This design comes from an exercise in tuning for small area on the open sky130 flow, not from production work.
RTL that was checked went through simulation tests only; none was proved equivalent to the original.
Power is estimated from default activity; no workload was simulated.

Setup of the baseline:
Design as6s_fwft_prefetch_sfifo, start of the top module:
module as6s_fwft_prefetch_sfifo #(
    parameter int DATA_WIDTH     = 128,
    parameter int ADDR_WIDTH     = 4,
    parameter int FIFO_DEEP      = 1 << ADDR_WIDTH,
    parameter int RAM_PIPE_STAGE = 2
) (
    input  logic                  clk,
    input  logic                  rst,
    input  logic                  clear,
    input  logic [DATA_WIDTH-1:0] wr_data,
    input  logic                  wr_en,
    input  logic                  rd_en,
    input  logic [ADDR_WIDTH:0]   prog_full_assert_cfg,
    input  logic [ADDR_WIDTH:0]   prog_full_negate_cfg,
    input  logic [ADDR_WIDTH:0]   prog_empty_assert_cfg,
    input  logic [ADDR_WIDTH:0]   prog_empty_negate_cfg,
    output logic [DATA_WIDTH-1:0] rd_data,
    output logic                  rd_data_val,
    output logic                  empty,
    output logic                  full,
    output logic                  prog_full,
    output logic                  prog_empty,
    output logic [ADDR_WIDTH:0]   data_count,
    output logic                  ovf_int,
    output logic                  udf_int
);
Size in the first run: ~290 I/O pins, about 91000 sq um of cells after synthesis.
==> flow/config.mk <==
export PLATFORM = sky130hd
export DESIGN_NAME = as6s_fwft_prefetch_sfifo
export DESIGN_NICKNAME = as6s_fwft_prefetch_sfifo
export VERILOG_FILES = /design/flow/design.v
export SDC_FILE = /design/flow/constraint.sdc
export NUM_CORES = 4
export LEC_CHECK = 0
export CAP_MARGIN = 20
export CORE_MARGIN = 2
export CORE_UTILIZATION = 55
export CTS_BUF_LIST = sky130_fd_sc_hd__clkbuf_8
export CTS_CLUSTER_DIAMETER = 40
export CTS_CLUSTER_SIZE = 16
export SETUP_SLACK_MARGIN = 0.05
export SLEW_MARGIN = 20
export SYNTH_HIERARCHICAL = 1
==> flow/constraint.sdc <==
create_clock -name core_clock -period 5.0 [get_ports {clk}]
set_input_delay 1.0000 -clock core_clock [delete_from_list [all_inputs] [get_ports {clk}]]
set_output_delay 1.0000 -clock core_clock [all_outputs]
set_load 0.01 [all_outputs]
standard.sh (not shown) runs the stock make flow with config.mk's settings and CLKGATE_MAP_FILE= SYNTH_SCRIPT=/design/flow/synth_recipe.tcl, a recipe that flattens the netlist after the stock synthesis.
==> flow/flow/run.sh <==
#!/bin/bash
# The standard layout, with the port buffers made of buf_2 cells instead of the
# delay cells buffer_ports picks by default. Each step's full log stays under orfs/logs;
# make's own output goes to standard.log.
bash standard.sh 'BUFFER_PORTS_ARGS=-buffer_cell sky130_fd_sc_hd__buf_2' finish > standard.log 2>&1
Every stage of the baseline finished as expected; the final checks, on the other hand, flagged slew limit, which means the layout fails.
Input-level comparison between the candidate and the baseline:
--- a/flow/config.mk
+++ b/flow/config.mk
@@ -11,3 +11,3 @@
-export CTS_BUF_LIST = sky130_fd_sc_hd__clkbuf_8
-export CTS_CLUSTER_DIAMETER = 40
-export CTS_CLUSTER_SIZE = 16
+export CTS_BUF_LIST = sky130_fd_sc_hd__clkbuf_16
+export CTS_CLUSTER_DIAMETER = 50
+export CTS_CLUSTER_SIZE = 26
Results
On buffering overhead, the candidate and the baseline are neck and neck. Going from the baseline to the candidate, post-route worst setup slack grows by 0.18 ns. Re first-pass iteration count of the detailed router: the baseline was higher than the candidate. In the candidate the implementation completed, yet the final layout does not meet the checks, the culprit being slew limit. In the candidate relative to the baseline, total power had gone down by a few percent. In the reports for the candidate and the baseline, the larger sequential portion of the cell area belongs to the candidate.
Function was not checked in any run of this note: the RTL went through the layout flow alone.

---

The RTL this note starts from:
==> flow/design.v <==
module as6s_fwft_prefetch_sfifo #(
    parameter int DATA_WIDTH     = 128,
    parameter int ADDR_WIDTH     = 4,
    parameter int FIFO_DEEP      = 1 << ADDR_WIDTH,
    parameter int RAM_PIPE_STAGE = 2
) (
    input  logic                  clk,
    input  logic                  rst,
    input  logic                  clear,
    input  logic [DATA_WIDTH-1:0] wr_data,
    input  logic                  wr_en,
    input  logic                  rd_en,
    input  logic [ADDR_WIDTH:0]   prog_full_assert_cfg,
    input  logic [ADDR_WIDTH:0]   prog_full_negate_cfg,
    input  logic [ADDR_WIDTH:0]   prog_empty_assert_cfg,
    input  logic [ADDR_WIDTH:0]   prog_empty_negate_cfg,
    output logic [DATA_WIDTH-1:0] rd_data,
    output logic                  rd_data_val,
    output logic                  empty,
    output logic                  full,
    output logic                  prog_full,
    output logic                  prog_empty,
    output logic [ADDR_WIDTH:0]   data_count,
    output logic                  ovf_int,
    output logic                  udf_int
);
    localparam int DW   = DATA_WIDTH;
    localparam int CW   = ADDR_WIDTH + 1;
    localparam int ROWS = FIFO_DEEP + RAM_PIPE_STAGE + 2;
    logic          srst;
    logic [CW-1:0] ram_cnt;    
    logic [2:0]    slot_cnt;   
    logic          pv0, pv1;   
    logic [CW-1:0] cnt;        
    logic          prog_full_r, prog_empty_r, ovf_r, udf_r;
    logic [ROWS-1:0] wsel;     
    logic [ROWS-1:0] hsel;     
    logic [ROWS-1:0] ph;       
    logic [ROWS-1:0] we, hold;
    logic [4:0]      wptr;     
    logic [DW-1:0]   q [ROWS];
    logic full_i, wen, fetch, head_val, ren, head_ph;
    logic [DW-1:0] rd_raw;
    assign srst     = rst | clear;
    assign full_i   = ram_cnt[CW-1];
    assign wen      = wr_en & ~full_i & ~srst;
    assign fetch    = (ram_cnt != '0) && ({1'b0, slot_cnt} + {3'b0, pv0} + {3'b0, pv1} < 4'd4);
    assign head_val = (slot_cnt != '0);
    assign ren      = rd_en & head_val;
    assign we       = wsel & {ROWS{wen}};
    always_comb
        for (int i = 0; i < ROWS; i++) hold[i] = ~(wen && wptr == 5'(i));
    always_ff @(posedge clk) begin
        for (int i = 0; i < ROWS; i++) begin
            q[i]  <= ~((q[i] | {DW{we[i]}}) & (wr_data | {DW{hold[i]}}));
            ph[i] <= ~(ph[i] | we[i]);
        end
    end
    always_ff @(posedge clk) begin
        if (srst) begin
            ram_cnt  <= '0;
            slot_cnt <= '0;
            pv0      <= 1'b0;
            pv1      <= 1'b0;
            cnt      <= '0;
            wsel     <= ROWS'(1);
            wptr     <= '0;
            hsel     <= ROWS'(1);
        end else begin
            ram_cnt  <= ram_cnt + CW'(wen) - CW'(fetch);
            slot_cnt <= slot_cnt + 3'(pv1) - 3'(ren);
            pv0      <= fetch;
            pv1      <= pv0;
            cnt      <= cnt + CW'(wen) - CW'(ren);
            if (wen) wsel <= {wsel[ROWS-2:0], wsel[ROWS-1]};
            if (wen) wptr <= (wptr == 5'(ROWS - 1)) ? '0 : wptr + 5'd1;
            if (ren) hsel <= {hsel[ROWS-2:0], hsel[ROWS-1]};
        end
    end
    always_ff @(posedge clk) begin
        if (srst) begin
            prog_full_r  <= 1'b0;
            prog_empty_r <= 1'b1;
            ovf_r        <= 1'b0;
            udf_r        <= 1'b0;
        end else begin
            if (cnt >= prog_full_assert_cfg)       prog_full_r <= 1'b1;
            else if (cnt <= prog_full_negate_cfg)  prog_full_r <= 1'b0;
            if (cnt <= prog_empty_assert_cfg)      prog_empty_r <= 1'b1;
            else if (cnt >= prog_empty_negate_cfg) prog_empty_r <= 1'b0;
            ovf_r <= wr_en & full_i;
            udf_r <= rd_en & ~head_val;
        end
    end
    always_comb begin
        rd_raw  = '1;
        head_ph = 1'b1;
        for (int i = 0; i < ROWS; i++) begin
            rd_raw  = rd_raw & (q[i] | {DW{~hsel[i]}});
            head_ph = head_ph & (ph[i] | ~hsel[i]);
        end
    end
    assign rd_data     = rd_raw ^ {DW{~head_ph}};
    assign rd_data_val = head_val;
    assign empty       = ~head_val;
    assign full        = full_i;
    assign prog_full   = prog_full_r;
    assign prog_empty  = prog_empty_r;
    assign data_count  = cnt;
    assign ovf_int     = ovf_r;
    assign udf_int     = udf_r;
endmodule
==> flow/config.mk <==
export PLATFORM = sky130hd
export DESIGN_NAME = as6s_fwft_prefetch_sfifo
export DESIGN_NICKNAME = as6s_fwft_prefetch_sfifo
export VERILOG_FILES = /design/flow/design.v
export SDC_FILE = /design/flow/constraint.sdc
export NUM_CORES = 4
export LEC_CHECK = 0
export CAP_MARGIN = 20
export CORE_MARGIN = 2
export CORE_UTILIZATION = 55
export CTS_BUF_LIST = sky130_fd_sc_hd__clkbuf_16
export CTS_CLUSTER_DIAMETER = 60
export CTS_CLUSTER_SIZE = 30
export SETUP_SLACK_MARGIN = 0.05
export SLEW_MARGIN = 20
==> flow/constraint.sdc <==
create_clock -name core_clock -period 5.0 [get_ports {clk}]
set_input_delay 1.0000 -clock core_clock [delete_from_list [all_inputs] [get_ports {clk}]]
set_output_delay 1.0000 -clock core_clock [all_outputs]
set_load 0.01 [all_outputs]
Scripts as last shown in full above: flow/flow/run.sh
Rerun with:
==> flow/run.sh (new file) <==
#!/bin/bash
# synth_recipe.tcl (not shown) runs the flow's synth.tcl, then flattens the netlist and writes it again
# the make line also repeats each setting of config.mk as NAME=value (left out here)
make -C /OpenROAD-flow-scripts/flow DESIGN_CONFIG=/design/flow/config.mk WORK_HOME=/design/flow/orfs CLKGATE_MAP_FILE= SYNTH_SCRIPT=/design/flow/synth_recipe.tcl finish
- CORE_UTILIZATION: 55 -> 65
- CTS_BUF_LIST: sky130_fd_sc_hd__clkbuf_16 -> sky130_fd_sc_hd__clkbuf_4 sky130_fd_sc_hd__clkbuf_8
- CTS_CLUSTER_DIAMETER: 60 -> default
- CTS_CLUSTER_SIZE: 30 -> default
- SETUP_SLACK_MARGIN: 0.05 -> default
removed: flow/flow/run.sh
removed: flow/standard.sh
After rerunning: This time the run reached the layout checks and failed them: setup timing; flip-flop and latch count stays the same; non-clock buffer count grows by 6; cell area grows by 4.6%; hold slack is about the same; area after synthesis is unchanged; clock-buffer cell count grows by 496; total power grows by 12%; sequential share of layout area shrinks by 2.3 points; die area shrinks by 15%.

---

as6s_fwft_prefetch_sfifo, a different RTL version from the one above (not shown whole).
Size: about 8300 cells after synthesis, about 2600 flip-flops, roughly 290 I/O pins, about 90000 um^2 of cells after synthesis.
==> flow/config.mk <==
export PLATFORM = sky130hd
export DESIGN_NAME = as6s_fwft_prefetch_sfifo
export DESIGN_NICKNAME = as6s_fwft_prefetch_sfifo
export VERILOG_FILES = /design/flow/design.v
export SDC_FILE = /design/flow/constraint.sdc
export NUM_CORES = 4
export LEC_CHECK = 0
export CAP_MARGIN = 20
export CORE_MARGIN = 2
export CORE_UTILIZATION = 65
export CTS_BUF_LIST = sky130_fd_sc_hd__clkbuf_16
export CTS_CLUSTER_DIAMETER = 60
export CTS_CLUSTER_SIZE = 40
export SETUP_SLACK_MARGIN = 0.05
export SLEW_MARGIN = 35
export SYNTH_HIERARCHICAL = 1
==> flow/constraint.sdc <==
create_clock -name core_clock -period 5.0 [get_ports {clk}]
set_input_delay 1.0000 -clock core_clock [delete_from_list [all_inputs] [get_ports {clk}]]
set_output_delay 1.0000 -clock core_clock [all_outputs]
set_load 0.01 [all_outputs]
==> flow/flow/run.sh <==
#!/bin/bash
# The standard layout, with the port buffers made of buf_1 cells instead of the
# delay cells buffer_ports picks by default. Each step's full log stays under orfs/logs;
# make's own output goes to standard.log.
bash standard.sh 'BUFFER_PORTS_ARGS=-buffer_cell sky130_fd_sc_hd__buf_1' finish > standard.log 2>&1
Edit:
==> flow/flow/run.sh (replaced) <==
#!/bin/bash
# The standard layout, with the port buffers made of buf_2 cells instead of the
# delay cells buffer_ports picks by default. Each step's full log stays under orfs/logs;
# make's own output goes to standard.log.
bash standard.sh 'BUFFER_PORTS_ARGS=-buffer_cell sky130_fd_sc_hd__buf_2' finish > standard.log 2>&1
Settings changed: CORE_UTILIZATION 65 to 55, CTS_CLUSTER_DIAMETER 60 to 50, CTS_CLUSTER_SIZE 40 to 26, SLEW_MARGIN 35 to 30.
The new run completed with no timing, DRC or antenna violations.
Wire length grows by 8.5%.
Register-to-register slack degrades by 360 ps.
Power grows by 6.5%.
Final area grows by 2.2%.
Die area grows by 18%.
Setup slack degrades by 160 ps.
Global-route usage shrinks by 3.5 points.
Non-clock buffer count stays the same.
Clock-buffer cell count grows by 29.
Final cell count grows by 4.7%.
Core utilization shrinks by 9.2 points.
Edit:
==> flow/flow/run.sh (replaced) <==
#!/bin/bash
# The standard layout, with the port buffers made of buf_1 cells instead of the
# delay cells buffer_ports picks by default. Each step's full log stays under orfs/logs;
# make's own output goes to standard.log.
bash standard.sh 'BUFFER_PORTS_ARGS=-buffer_cell sky130_fd_sc_hd__buf_1' finish > standard.log 2>&1
Settings changed: CORE_UTILIZATION 55 to 65, CTS_CLUSTER_DIAMETER 50 to 60, CTS_CLUSTER_SIZE 26 to 30, SLEW_MARGIN 30 to 35.
Count of clock-buffer cells in the layout drops by 43.
Synthesized cell count stays the same.
Sequential share of layout area went up by 1.4 points.
Total power decreases by 7.4%.
Setup slack gains 180 ps.
Edit:
==> flow/flow/run.sh (replaced) <==
#!/bin/bash
# The standard layout, with the port buffers made of buf_2 cells instead of the
# delay cells buffer_ports picks by default. Each step's full log stays under orfs/logs;
# make's own output goes to standard.log.
bash standard.sh 'BUFFER_PORTS_ARGS=-buffer_cell sky130_fd_sc_hd__buf_2' finish > standard.log 2>&1
Settings changed: CORE_UTILIZATION 65 to 55.
Outcome: Synthesized area stays the same; via count hardly moves; setup slack got worse by 140 ps; non-clock buffer count goes up by 15; synthesized cell count stays the same; register-to-register slack got worse by 310 ps; routed wire length goes up by 7.7%; utilization goes down by 9.5 points.
Edit:
==> flow/flow/run.sh (replaced) <==
#!/bin/bash
# The standard layout, with the port buffers made of buf_1 cells instead of the
# delay cells buffer_ports picks by default. Each step's full log stays under orfs/logs;
# make's own output goes to standard.log.
bash standard.sh 'BUFFER_PORTS_ARGS=-buffer_cell sky130_fd_sc_hd__buf_1' finish > standard.log 2>&1
Settings changed: CORE_UTILIZATION 55 to 70, CTS_CLUSTER_SIZE 30 to 34.
The changed run produced a clean layout.
Worst setup slack gets better by 170 ps.
Count of clock-buffer cells in the layout increases by 6.
Die area goes down by 21%.
First-iteration DRC count rises by 22%.
Utilization grows by 15 points.
Sequential power is about the same.
Routed wire length shrinks by 5.3%.
Final area went down by 0.82%.
Power drops by 0.47%.

## static timing again, ports no longer ideal
The flow's constraints put no driver on any port. The routed layouts listed below were extracted and timed again, unchanged, in two steps. Step 1 assumes that a clkbuf_16 drives the clock port and a buf_2 every other input. Step 2 adds t to the input delays and takes it off the output delays; t is the mean of the earliest and latest rising clock arrival at the registers after step 1. Input paths then give back, and output paths get back, about the clock's delay inside the block. Three values: no drivers, after step 1, after step 2; two values: the first two.
| run | shift t [ns] | slack for setup (ns) | worst setup path after step 2 | worst register clock-pin slew, ns |
|---|---|---|---|---|
| the baseline | 1.130 | 0.049 / -0.041 / 0.909 | input to register | 0.10 / 0.10 |
| the candidate | 0.945 | 0.228 / 0.136 / 0.954 | input to register | 0.10 / 0.10 |
| the first run of note 2 | 0.948 | 0.173 / 0.083 / 1.031 | register to output | 0.11 / 0.11 |
| the second run of note 2 | 1.107 | -0.065 / -0.145 / 0.961 | register to output | 0.07 / 0.07 |
| the first run of note 3 | 0.891 | 0.320 / 0.233 / 1.009 | input to register | 0.11 / 0.11 |
| the second run of note 3 | 0.942 | 0.158 / 0.058 / 0.661 | input to register | 0.10 / 0.10 |
| the third run of note 3 | 0.879 | 0.339 / 0.253 / 1.055 | input to register | 0.11 / 0.11 |
| the fourth run of note 3 | 0.916 | 0.203 / 0.110 / 0.608 | input to register | 0.11 / 0.11 |
| the fifth run of note 3 | 0.901 | 0.368 / 0.289 / 1.150 | input to register | 0.12 / 0.12 |
